This design comes from an exercise in tuning for small area, a short achievable clock period and few clock cycles per item on the open sky130 flow, not from production work. Only simulation tests tie the RTL to the original design; equivalence was not proved. Power is estimated from default activity; no workload was simulated.

==> design/flow/design.v <==
`timescale 1ns/1ps
package dp_imm_pkg;
  typedef logic [64-1:0] word_t;
  typedef logic [31:0] inst_t;
  typedef logic [$clog2(32)-1:0] prn_t;   
  typedef logic [6-1:0] inst_id_t;   
endpackage
`timescale 1ns/1ps
module issue_fsm (
  input  logic                     fu,
  input  logic                     rst,
  input  logic                     issue,
  input  dp_imm_pkg::inst_t        inst,
  input  dp_imm_pkg::word_t        pc,
  input  dp_imm_pkg::prn_t         src_prn,
  input  dp_imm_pkg::prn_t         dst_prn,
  output logic                     ready,
  input  logic [32-1:0]   rf_valid_nxt,   
  output logic                     x_vld,
  output logic                     x_we,
  output dp_imm_pkg::prn_t         x_dst,
  output logic [3:0]               x_hs,      
  output logic                     x_fwd,     
  output logic                     x_adr,     
  output logic [32-1:0]   x_sel,     
  output logic [15:0]              x_imm,
  output logic [32:0]              x_lo,      
  output logic [64-34:0]     x_hi,      
  output logic                     x_inc,     
  output logic                     x_dec      
);
  localparam logic [8:0] MOVK_OP = 9'b111100101;   
  localparam logic [8:0] MOVZ_OP = 9'b110100101;
  localparam logic [4:0] ADR_OP  = 5'b10000;       
  logic        accept;
  logic        is_movk, is_movz, is_adr, is_adrp;
  logic [20:0] imm21;
  logic        fwd;
  dp_imm_pkg::word_t base;
  logic [32:0] off;
  logic [33:0] lo;
  assign ready  = 1'b1;
  assign accept = issue && !rst;
  assign is_movk = (inst[31:23] == MOVK_OP);
  assign is_movz = (inst[31:23] == MOVZ_OP);
  assign is_adr  = (inst[28:24] == ADR_OP);
  assign is_adrp = is_adr && inst[31];
  assign imm21   = {inst[23:5], inst[30:29]};
  assign base = inst[31] ? {pc[64-1:12], 12'b0} : pc;
  assign off  = inst[31] ? {imm21, 12'b0} : {{12{imm21[20]}}, imm21};
  prefix_add33 adder (.a(base[32:0]), .b(off), .s(lo));
  assign fwd = is_movk && x_vld && x_we && (src_prn == x_dst);
  always_ff @(posedge fu) begin
    if (rst)
      x_vld <= 1'b0;
    else
      x_vld <= accept;
  end
  always_ff @(posedge fu) begin
    begin
      x_we  <= is_movk || is_movz || is_adr;
      x_dst <= dst_prn;
      x_hs  <= (is_movk || is_movz) ? (4'b0001 << inst[22:21]) : 4'b0000;
      x_fwd <= fwd;
      x_adr <= is_adr;
      x_imm <= inst[20:5];
      x_lo  <= lo[32:0];
      x_hi  <= base[64-1:33];
      x_inc <= lo[33] && !off[32];
      x_dec <= !lo[33] && off[32];
      for (int i = 0; i < 32; i++)
        x_sel[i] <= is_movk && !fwd && (src_prn == i) && rf_valid_nxt[i];
    end
  end
endmodule
module prefix_add33 (
  input  logic [32:0] a,
  input  logic [32:0] b,
  output logic [33:0] s
);
  logic [32:0] g [7];
  logic [32:0] p [7];
  assign g[0] = a & b;
  assign p[0] = a ^ b;
  for (genvar k = 0; k < 6; k++) begin : level
    for (genvar i = 0; i < 33; i++) begin : bit_
      if (i >= (1 << k)) begin : merge
        assign g[k+1][i] = g[k][i] | (p[k][i] & g[k][i - (1 << k)]);
        assign p[k+1][i] = p[k][i] & p[k][i - (1 << k)];
      end else begin : pass
        assign g[k+1][i] = g[k][i];
        assign p[k+1][i] = p[k][i];
      end
    end
  end
  assign s = {g[6][32], p[0] ^ {g[6][31:0], 1'b0}};
endmodule
`timescale 1ns/1ps
module inst_id_counter (
  input  logic                  fu,
  input  logic                  rst,
  input  logic                  done,
  output dp_imm_pkg::inst_id_t  done_id,
  output logic [15:0]           retired
);
  always_ff @(posedge fu) begin
    if (rst) begin
      done_id <= '0;
      retired <= '0;
    end else if (done) begin
      done_id <= done_id + 1'b1;   
      if (retired != '1)
        retired <= retired + 1'b1;   
    end
  end
endmodule
`timescale 1ns/1ps
module phys_reg_file (
  input  logic                     fu,
  input  logic                     rst,
  input  logic [32-1:0]   rd_sel,
  output dp_imm_pkg::word_t        rd_data,
  input  logic                     wr_en,
  input  dp_imm_pkg::prn_t         wr_prn,
  input  dp_imm_pkg::word_t        wr_data,
  output logic [32-1:0]   valid_nxt
);
  logic [32-1:0][64-1:0] regs;
  logic [32-1:0]               valid;
  logic [32-1:0]               wen;
  always_comb begin
    for (int i = 0; i < 32; i++)
      wen[i] = wr_en && (wr_prn == i);
  end
  assign valid_nxt = valid | wen;
  always_ff @(posedge fu) begin
    if (rst)
      valid <= '0;
    else
      valid <= valid_nxt;
  end
  always_ff @(posedge fu) begin
    for (int i = 0; i < 32; i++)
      if (wen[i])
        regs[i] <= wr_data;
  end
  always_comb begin
    rd_data = '0;
    for (int i = 0; i < 32; i++)
      rd_data = rd_data | ({64{rd_sel[i]}} & regs[i]);
  end
endmodule
`timescale 1ns/1ps
module dp_imm_fu (
  input  logic                     fu,
  input  logic                     rst,
  input  logic                     x_vld,
  input  logic                     x_we,
  input  dp_imm_pkg::prn_t         x_dst,
  input  logic [3:0]               x_hs,
  input  logic                     x_fwd,
  input  logic                     x_adr,
  input  logic [15:0]              x_imm,
  input  logic [32:0]              x_lo,
  input  logic [64-34:0]     x_hi,
  input  logic                     x_inc,
  input  logic                     x_dec,
  input  dp_imm_pkg::word_t        rf_data,    
  output logic                     done,
  output dp_imm_pkg::prn_t         done_prn,
  output logic                     done_we,
  output dp_imm_pkg::word_t        done_data
);
  dp_imm_pkg::word_t opnd;
  logic [64-34:0] ones_below;    
  logic [64-34:0] zeros_below;   
  dp_imm_pkg::word_t sum;
  always_comb begin
    ones_below[0]  = 1'b1;
    zeros_below[0] = 1'b1;
    for (int i = 1; i < 64-33; i++) begin
      ones_below[i]  = ones_below[i-1] && x_hi[i-1];
      zeros_below[i] = zeros_below[i-1] && !x_hi[i-1];
    end
  end
  assign sum = {x_hi ^ (({(64-33){x_inc}} & ones_below) |
                        ({(64-33){x_dec}} & zeros_below)),
                x_lo};
  dp_imm_pkg::word_t result;
  assign opnd = rf_data | ({64{x_fwd}} & done_data) | ({64{x_adr}} & sum);
  always_comb begin
    for (int h = 0; h < 4; h++)
      result[16*h +: 16] = x_hs[h] ? x_imm : opnd[16*h +: 16];
  end
  always_ff @(posedge fu) begin
    if (rst)
      done <= 1'b0;
    else
      done <= x_vld;
  end
  always_ff @(posedge fu) begin
    begin
      done_prn  <= x_dst;
      done_we   <= x_we;
      done_data <= result;
    end
  end
endmodule
`timescale 1ns/1ps
module dp_imm_slice (
  input  logic                  fu,
  input  logic                  rst,
  input  logic                  issue,
  input  dp_imm_pkg::inst_t     inst,
  input  dp_imm_pkg::word_t     pc,
  input  dp_imm_pkg::prn_t      src_prn,
  input  dp_imm_pkg::prn_t      dst_prn,
  output logic                  ready,
  output logic                  done,
  output dp_imm_pkg::inst_id_t  done_id,
  output dp_imm_pkg::prn_t      done_prn,
  output logic                  done_we,
  output dp_imm_pkg::word_t     done_data,
  output logic [15:0]           retired
);
  logic                    x_vld;
  logic                    x_we;
  dp_imm_pkg::prn_t        x_dst;
  logic [3:0]              x_hs;
  logic                    x_fwd;
  logic                    x_adr;
  logic [32-1:0]  x_sel;
  logic [15:0]             x_imm;
  logic [32:0]             x_lo;
  logic [64-34:0]    x_hi;
  logic                    x_inc;
  logic                    x_dec;
  logic [32-1:0]  rf_valid_nxt;
  dp_imm_pkg::word_t       rf_data;
  issue_fsm issue_fsm_inst (
    .fu(fu), .rst(rst), .issue(issue), .inst(inst), .pc(pc),
    .src_prn(src_prn), .dst_prn(dst_prn), .ready(ready),
    .rf_valid_nxt(rf_valid_nxt),
    .x_vld(x_vld), .x_we(x_we), .x_dst(x_dst), .x_hs(x_hs),
    .x_fwd(x_fwd), .x_adr(x_adr), .x_sel(x_sel), .x_imm(x_imm), .x_lo(x_lo), .x_hi(x_hi), .x_inc(x_inc), .x_dec(x_dec)
  );
  phys_reg_file phys_reg_file_inst (
    .fu(fu), .rst(rst), .rd_sel(x_sel), .rd_data(rf_data),
    .wr_en(done && done_we), .wr_prn(done_prn), .wr_data(done_data),
    .valid_nxt(rf_valid_nxt)
  );
  dp_imm_fu dp_imm_fu_inst (
    .fu(fu), .rst(rst), .x_vld(x_vld), .x_we(x_we), .x_dst(x_dst),
    .x_hs(x_hs), .x_fwd(x_fwd), .x_adr(x_adr), .x_imm(x_imm),
    .x_lo(x_lo), .x_hi(x_hi), .x_inc(x_inc), .x_dec(x_dec), .rf_data(rf_data), .done(done), .done_prn(done_prn),
    .done_we(done_we), .done_data(done_data)
  );
  inst_id_counter inst_id_counter_inst (
    .fu(fu), .rst(rst), .done(done), .done_id(done_id), .retired(retired)
  );
endmodule
==> design/flow/run.sh <==
#!/bin/bash
# synth_recipe.tcl (not shown) runs the flow's synth.tcl, then flattens the netlist and writes it again
# the make line also repeats each setting of config.mk as NAME=value (left out here)
make -C /OpenROAD-flow-scripts/flow DESIGN_CONFIG=/design/flow/config.mk WORK_HOME=/design/flow/orfs CLKGATE_MAP_FILE= SYNTH_SCRIPT=/design/flow/synth_recipe.tcl finish
==> design/flow/config.mk <==
export PLATFORM = sky130hd
export DESIGN_NAME = dp_imm_slice
export DESIGN_NICKNAME = dp_imm_slice
export VERILOG_FILES = /design/flow/design.v
export SDC_FILE = /design/flow/constraint.sdc
export NUM_CORES = 4
export LEC_CHECK = 0
export CAP_MARGIN = 20
export CORE_MARGIN = 2
export CORE_UTILIZATION = 60
export CTS_CLUSTER_DIAMETER = 100
export CTS_CLUSTER_SIZE = 30
export SETUP_SLACK_MARGIN = 2.6
export SLEW_MARGIN = 20
==> design/flow/constraint.sdc <==
create_clock -name core_clock -period 5.0 [get_ports {fu}]
set_input_delay 1.0000 -clock core_clock [delete_from_list [all_inputs] [get_ports {fu}]]
set_output_delay 1.0000 -clock core_clock [all_outputs]
set_load 0.01 [all_outputs]
==> results by group, run 1 <==
Run status
  • Status: complete, no violations

Placed design
  • Port Buffers: about 200
  • Hpwl dp: 151 mm
  • GP Congestion: between 0.8 and 0.9
  • Pre-CTS setup slack: 0.322 ns

Global routing
  • First-pass GRT wire length: 421 mm
  • Pin count of the biggest net entering global routing: 66
  • Total GRT Usage: 44.2%
  • Vias in the first global route: 50200
  • Total gr overflow: 0
  • Antenna violations before repair: 12

Synthesis
  • Syn_nets: 4916
  • Synth warn: 7
  • Ys flop type: edfxtp_1
  • Synth unique cells: 70
  • Post-synth EDFFs: a little over 2000
  • Synth Area per Inst: 17.4 µm²
  • Cells after synthesis: between 4000 and 5000
  • Seq/Total Area, Yosys: 80.3%
  • Yosys reg bits: 2300
  • Synth async-reset ratio: 0%
  • Mapped cell area: 82900 µm²

Timing
  • Crit path time final: 3.07 ns
  • Max-slew violation count: 0
  • Post-route setup slack: around 1.9 ns
  • Worst-margin pin slew: around 1.3 ns
  • RSZ-0062 raised after global routing: true
  • Hold Vio Cnt, Final: 0
  • Slew HR: ~14%
  • Worst Clk Skew: around 0.043 ns
  • Fmax: 0.326 GHz
  • Period utilization: 61.4%
  • Endpoints failing setup: 0
  • Setup TNS: 0 ns

Clock network
  • CTS Buf Count: 87
  • Clk slew on worst S/H paths: 0.12 ns
  • Hold_buf cts: 0
  • CTS Buffer Depth: 3
  • CTS tree: built
  • Root buffer cell: clkbuf_16
  • H-tree depth: 3
  • Clk sink count: 2300
  • Worst-Skew Late Latency: 0.77 ns

Floorplan
  • I/O pins: 203
  • DIE WIDTH: 376 µm
  • Core box area: about 140000 µm²
  • Starting density of the core: around 60%
  • Row cnt: 136
  • Die area: 141000 µm²
  • Die Ht: about 380 µm

Route
  • Final ANT Viol Nets: 0
  • DRC viols: 0
  • DR pass1 iterations: 6
  • Post-Route WL: 317 mm
  • Vias per std cell: 7.60
  • Drt wl/cell: 44.5 µm
  • DR vias: 54200
  • 1st-iter DRT viols: roughly 11000

Worst setup path
  • Crit Path Max Fanout: 4
  • Most used cell, CP: nor2b_4
  • Nature of the critical path startpoint: input port
  • R2r setup slk: 2.27 ns
  • Worst flop-to-flop path startpoint: issue_fsm_inst.x_hi[1]$_DFF_P_
  • Worst R2R Path Depth: 9
  • CP arrival: between 3 and 4 ns
  • CP max stage delay: 0.36 ns
  • Crit end category: register
  • Crit Path Class: in -> reg
  • Critical R2R Capture: dp_imm_fu_inst.done_data[52]$_DFF_P_
  • Sequence of cells on the critical path: clkdlybuf4s15_1, nor2b_4, ha_4, inv_2, fa_2, nor2b_4, o31a_1, o31ai_4, a31oi_4, buf_6, a21oi_4, o21ai_2, or3b_1, a31o_2
  • Cell with the largest stage delay on the worst path: or3b_1
  • Worst EP required: 5.65 ns

Hold path
  • HP Start: issue_fsm_inst.x_dst[1]$_DFF_P_
  • Class of the worst hold path: reg -> reg
  • Worst Hold Depth: 0
  • Hold Crit Endpoint: dp_imm_fu_inst.done_prn[1]$_DFF_P_

Pwr
  • Static Leak: approximately 36 nW
  • PD cells: ~320 nW/µm²
  • Share of power burned in the clock network: 29.8%
  • Cell Int Power: 24.7 mW
  • Logic pwr share: 3.0%
  • Peak supply drop: 0.000385 V
  • Switch share: 20.8%
  • Sequential share of power: 67.2%
  • Pwr Total: between 30 and 40 mW
  • P_sw: 6.47 mW

Finish
  • Post-layout util: 70.4%
  • P&R area growth vs syn: 16.5%
  • Commonest non-fill, non-tap cells in the layout: 2048 x edfxtp_1, 419 x a22oi_1, 302 x buf_4, 287 x a22o_1, 287 x a221oi_1
  • Most common cell after layout, fill and taps aside: edfxtp_1
  • Final net count: 5397
  • Share of cells above drive strength 1: a little under 20%

Job
  • Max-cap violations: 0
Yosys cell counts (all sizes together) (4+ instances only):
cell type,count,area [µm²]
nand3b,10,75.1
nor4,15,115
ha,35,438
inv,37,139
clkbuf,162,608
o21ai,33,165
a2111oi,4,35.0
a22o,287,2510
a222oi,33,330
a211oi,4,30.0
and2,4,25.0
xnor2,41,359
a21oi,181,906
xor2,33,289
o31ai,6,50.1
nor2,165,619
dfxtp,252,5040
nand4,184,1150
o22ai,9,56.3
nand3,81,405
or4,4,33.8
edfxtp,2048,61500
mux2i,7,70.1
or2,7,43.8
a21o,10,75.1
or3,13,91.3
a22oi,419,3150
nor3,110,551
a221oi,288,2520
a31oi,6,37.5
mux2,8,90.1
nand2b,7,43.8
nor2b,33,206
buf,117,443
o21a,6,45.0
nand2,72,270
o211ai,6,45.0
final cells by class:
cell class	instances	area [µm²]
Antenna cell	19	47.5
Clock buffer	152	2530
Clock inverter	4	72.6
Fill cell	8894	40700
Inverter	37	139
Multi-Input combinational cell	2155	16800
Sequential cell	2300	66900
Tap cell	1794	2240
Timing Repair Buffer	671	7860
metrics by stage:
step	instance area (µm²)	instances	hold slack [ns]
3_3_place_gp	88400	6662	0.352
6_report	96600	7132	0.364
4_1_cts	95600	7064	0.365
3_5_place_dp	88500	6665	0.356
5_1_grt	96600	7122	0.372
2_1_floorplan	83500	4771	0.331
metal layers:
metal	up-vias	routed length, µm	GRT usage [%]
li1	20700	-	-
met1	27800	108000	60.5
met5	-	194	0
met4	6	22000	25.9
met2	4924	141000	66.1
met3	839	46600	9.82
logic make-up (layout without fill, tap and decap cells):
kind of cell	after synthesis	in the layout	share of synthesized area, %
and+or+nand+nor	720	720	4.56
DFF	2300	2300	80.3
AOI/OAI and AO/OA	1309	1309	12.2
adders and majority gates	36	36	0.552
other	1	20	0.00452
muxes	15	15	0.193
xor gates and xnor gates	74	74	0.782
buffers and inverters	316	864	1.44
power groups by stage:
stage / Combinational, mW / Sequential [mW] / Clock, mW
after floorplan: 0.339 / 21.3 / 0
after global placement: 0.663 / 21.4 / 0
after detailed placement: 0.668 / 21.4 / 0
after CTS: 0.854 / 20.9 / 9.20
after global routing: 0.967 / 20.9 / 9.79
final: 0.930 / 20.9 / 9.28
worst max path at each step:
stage	start	end	slack [ns]	cells after the start
finish	inst[29]	issue_fsm_inst.x_lo[32]$_DFF_P_	1.93	14
global route	inst[31]	issue_fsm_inst.x_lo[30]$_DFF_P_	1.88	15
CTS	inst[31]	issue_fsm_inst.x_lo[32]$_DFF_P_	1.97	13
detailed placement	inst[23]	issue_fsm_inst.x_lo[31]$_DFF_P_	0.32	12
global placement	inst[23]	issue_fsm_inst.x_lo[31]$_DFF_P_	0.34	12
floorplan	inst[31]	issue_fsm_inst.x_lo[31]$_DFF_P_	1.32	13
flip-flops by register name, indices dropped and copies added (netlist names), 4 cells and up:
signal	flops
issue_fsm_inst.x_lo	33
issue_fsm_inst.x_sel	32
dp_imm_fu_inst.done_data	64
dp_imm_fu_inst.done_prn	5
phys_reg_file_inst.regs	2048
issue_fsm_inst.x_dst	5
issue_fsm_inst.x_hi	31
inst_id_counter_inst.done_id	6
issue_fsm_inst.x_imm	16
inst_id_counter_inst.retired	16
phys_reg_file_inst.valid	32
issue_fsm_inst.x_hs	4
worst max-delay path: cells and delay by family:
kind	cells	cell delay [ns]
AOI/OAI and AO/OA	6	1.29
adders and majority gates	2	0.40
buffers and inverters	3	0.46
and+or+nand+nor	3	0.57
repair_timing:
item	CTS	global route
pin swaps	72	65
resized for setup	835	98
endpoints found under the setup margin	905	149
setup buffers	207	47
cloned	36	1
Testbench counts, summed over its fixed seeds: cycles 12,016, items 12,000.
==> run 2, diff against run 1 <==
--- a/design/flow/config.mk
+++ b/design/flow/config.mk
@@ -9,6 +9,6 @@
 export CORE_MARGIN = 2
 export CORE_UTILIZATION = 60
-export CTS_CLUSTER_DIAMETER = 100
-export CTS_CLUSTER_SIZE = 30
+export CTS_CLUSTER_DIAMETER = 80
+export CTS_CLUSTER_SIZE = 24
 export SETUP_SLACK_MARGIN = 2.6
 export SLEW_MARGIN = 20
==> results by group, run 2 <==
Run status
  • Status: complete, no violations

Placed design
  • Pre-CTS setup slack: 0.322 ns
  • GP Congestion: 0.859
  • DP Cell Count: approximately 6700
  • Hpwl dp: 151 mm
  • Post-DP Area: 88500 µm²
  • Port Buffers: about 200

Finish
  • Final net count: 5428
  • Max reg flops: 2048
  • Commonest non-fill, non-tap cells in the layout: 2048 x edfxtp_1, 419 x a22oi_1, 307 x buf_4, 287 x a22o_1, 286 x a221oi_1
  • Post-route cell area: 97300 µm²
  • Post-layout util: 70.9%
  • P&R area growth vs syn: 17.4%
  • Most common cell after layout, fill and taps aside: edfxtp_1
  • Share of cells above drive strength 1: about a fifth
  • Largest regs: phys_reg_file_inst.regs (2048), dp_imm_fu_inst.done_data (64), issue_fsm_inst.x_lo (33)
  • Non-Filler Instances: 7189
  • Top reg by flops: phys_reg_file_inst.regs
  • # fillers: just under 9000

Timing
  • Post-route setup slack: 1.98 ns
  • Crit path time final: 3.02 ns
  • Setup TNS: 0 ns
  • Worst-margin pin slew: 1.25 ns
  • Final hold slack: 0.361 ns
  • RSZ-0062 raised after global routing: true
  • Period utilization: 60.4%
  • Endpoints failing setup: 0
  • Max-slew violation count: 0
  • Worst Clk Skew: 0.0276 ns
  • Hold Vio Cnt, Final: 0
  • Fmax: 0.331 GHz
  • Slew HR: ~16%

Worst setup path
  • Crit Path Class: in -> reg
  • Top delay family on crit path: compound AO/OA/AOI/OAI gates
  • Worst EP required: 5.68 ns
  • Worst flop-to-flop path startpoint: issue_fsm_inst.x_dec$_DFF_P_
  • Crit Path Max Fanout: 6
  • Cell with the largest stage delay on the worst path: or3b_1
  • CP arrival: 3.70 ns
  • Crit end category: register
  • Worst R2R Path Depth: 8
  • Sequence of cells on the critical path: buf_12, buf_12, buf_8, nor2b_4, ha_2, inv_2, fa_2, nor2b_4, o31a_1, o31ai_4, a31oi_4, buf_6, a21oi_4, o21ai_2, or3b_1, a31o_2
  • Crit path buf inv count: 5
  • CP max stage delay: between 0.3 and 0.4 ns
  • Nature of the critical path startpoint: input port
  • Critical R2R Capture: dp_imm_fu_inst.done_data[54]$_DFF_P_
  • R2r setup slk: 2.21 ns

Global routing
  • Antenna violations before repair: 15
  • Total GRT Usage: 44.2%
  • Vias in the first global route: approximately 50000
  • Total gr overflow: 0
  • Pin count of the biggest net entering global routing: 66
  • First-pass GRT wire length: 421 mm

Floorplan
  • Starting density of the core: 60.4%
  • Die Ht: 376 µm
  • I/O pins: 203
  • Die area: 141000 µm²
  • Core box area: 137000 µm²
  • DIE WIDTH: 376 µm
  • Row cnt: 136

Route
  • Post-Route WL: between 300 and 400 mm
  • DR pass1 iterations: 6
  • DR vias: 54300
  • Vias per std cell: about 7.6
  • Drt wl/cell: 44.2 µm
  • Final ANT Viol Nets: 0
  • 1st-iter DRT viols: 10300
  • DRC viols: 0

Synthesis
  • Cells after synthesis: 4771
  • Post-synth top area share: 74.2%
  • Yosys reg bits: 2300
  • Synth top cells by count: 2048 x edfxtp_1, 419 x a22oi_1, 288 x a221oi_1, 287 x a22o_1, 252 x dfxtp_1
  • Post-synth EDFFs: 2048
  • Syn_nets: 4916
  • Synth warn: 7
  • Synth unique cells: 70
  • Seq/Total Area, Yosys: ~80%
  • Ys flop type: edfxtp_1
  • Top post-synthesis cells by area: edfxtp_1 74%, dfxtp_1 6.1%, a22oi_1 3.8%
  • Count leader, synth: edfxtp_1
  • Cell accounting for the most synthesized area: edfxtp_1
  • Mapped cell area: between 80000 and 90000 µm²
  • Synth Area per Inst: 17.4 µm²
  • Synth async-reset ratio: 0%

Pwr
  • Static Leak: 35.9 nW
  • Peak supply drop: 0.000370 V
  • Pwr Total: between 30 and 40 mW
  • PD cells: 330 nW/µm²

Hold path
  • HP Start: issue_fsm_inst.x_dst[0]$_DFF_P_
  • Hold Crit Endpoint: dp_imm_fu_inst.done_prn[0]$_DFF_P_
  • Class of the worst hold path: reg -> reg
  • Worst Hold Depth: 0

Clock network
  • CTS Buffer Depth: 3
  • Clk sink count: 2300
  • CTS Buf Count: 108
  • Clk slew on worst S/H paths: around 0.1 ns
  • Root buffer cell: clkbuf_16
  • H-tree depth: 3
  • CTS tree: built
  • Worst-Skew Late Latency: 0.79 ns

Job
  • Max-cap violations: 0
run 2: cell counts after synthesis:
No cell type changed its count.
run 2: routing by layer:
layer	track usage [%]	vias to the layer above	part of all wire [%]
met3	10.6	865	15
li1	-	20800	-
met2	65.8	4926	44
met4	26.4	10	7.2
met1	59.9	27700	34
met5	0	-	0.020
run 2: final cells by class:
type	instances	area, µm²	area share [%]
clock buffers	180	3010	3.09
repair buffers	681	7930	8.15
diodes	18	45.0	0.0463
inverters	37	139	0.143
well taps	1794	2240	2.31
multi-input cells	2155	16800	17.2
clock inverters	24	253	0.260
flip-flops and latches	2300	66900	68.8
run 2: cell families after synthesis:
| kind of cell | count (synthesis) | share of synthesized area, % |
|---|---|---|
| AOI/OAI and AO/OA | 1309 | 12.2 |
| and+or+nand+nor | 720 | 4.56 |
| adders and majority gates | 36 | 0.552 |
| buffers and inverters | 316 | 1.44 |
| muxes | 15 | 0.193 |
| other | 1 | 0.00452 |
| DFF | 2300 | 80.3 |
| xor gates and xnor gates | 74 | 0.782 |
run 2: power by group:
part | switching [mW] | leakage, nW | internal [mW]
clock | 5.98 | 1.56 | 4.30
combinational | 0.515 | 9.09 | 0.413
sequential | 0.202 | 25.2 | 20.7
total | 6.70 | 35.9 | 25.4
run 2: what timing repair did:
| action | in CTS | in global routing |
|---|---|---|
| setup buffers | 211 | 54 |
| cloned | 36 | 1 |
| gates resized for setup | 860 | 125 |
| hold buffers | 0 | 0 |
| pin swaps | 74 | 72 |
| setup endpoints to repair | 908 | 192 |
run 2: worst max-delay path by stage:
stage / slack [ns] / start / cells past startpoint / to
2_1_floorplan: 1.32 / inst[31] / 13 / issue_fsm_inst.x_lo[31]$_DFF_P_
3_3_place_gp: 0.34 / inst[23] / 12 / issue_fsm_inst.x_lo[31]$_DFF_P_
3_5_place_dp: 0.32 / inst[23] / 12 / issue_fsm_inst.x_lo[31]$_DFF_P_
4_1_cts: 1.98 / inst[31] / 15 / issue_fsm_inst.x_lo[32]$_DFF_P_
5_1_grt: 1.95 / inst[31] / 15 / issue_fsm_inst.x_lo[30]$_DFF_P_
6_report: 1.98 / inst[31] / 16 / issue_fsm_inst.x_lo[32]$_DFF_P_
run 2: worst reg2reg max path: stages, from the launching register on:
cell	delay, ns
dfxtp_2	0.41
or4b_4	0.53
nor4_4	0.18
nand3_2	0.15
or4_4	0.51
o31ai_4	0.30
xor2_4	0.39
a21oi_1	0.13
a21oi_1	0.13

## port drivers added, routing unchanged
In the flow no input, the clock included, has a driving cell. The finished layouts below were timed again as built, in two steps.
Step 1 assumes that a clkbuf_16 drives the clock port and a buf_2 every other input.
Step 2 moves the port delays by t, midway between the first and last clock arrival at a register: inputs arrive t later, outputs are due t later. That takes back most of the time a late clock gives input paths.
Three values: ideal, step 1, step 2; two values: the first two.
run	t (ns)	slack for setup (ns)	worst slew at a driven data input, ns
run 1	0.835	1.931 / 1.967 / 1.132	0.06
run 2	0.853	1.981 / 2.001 / 1.148	0.06
After both steps setup and hold are still met in every run listed. For run 2, which loses most, drivers alone change the setup slack by +0.020 ns; drivers and shift together by -0.833 ns.
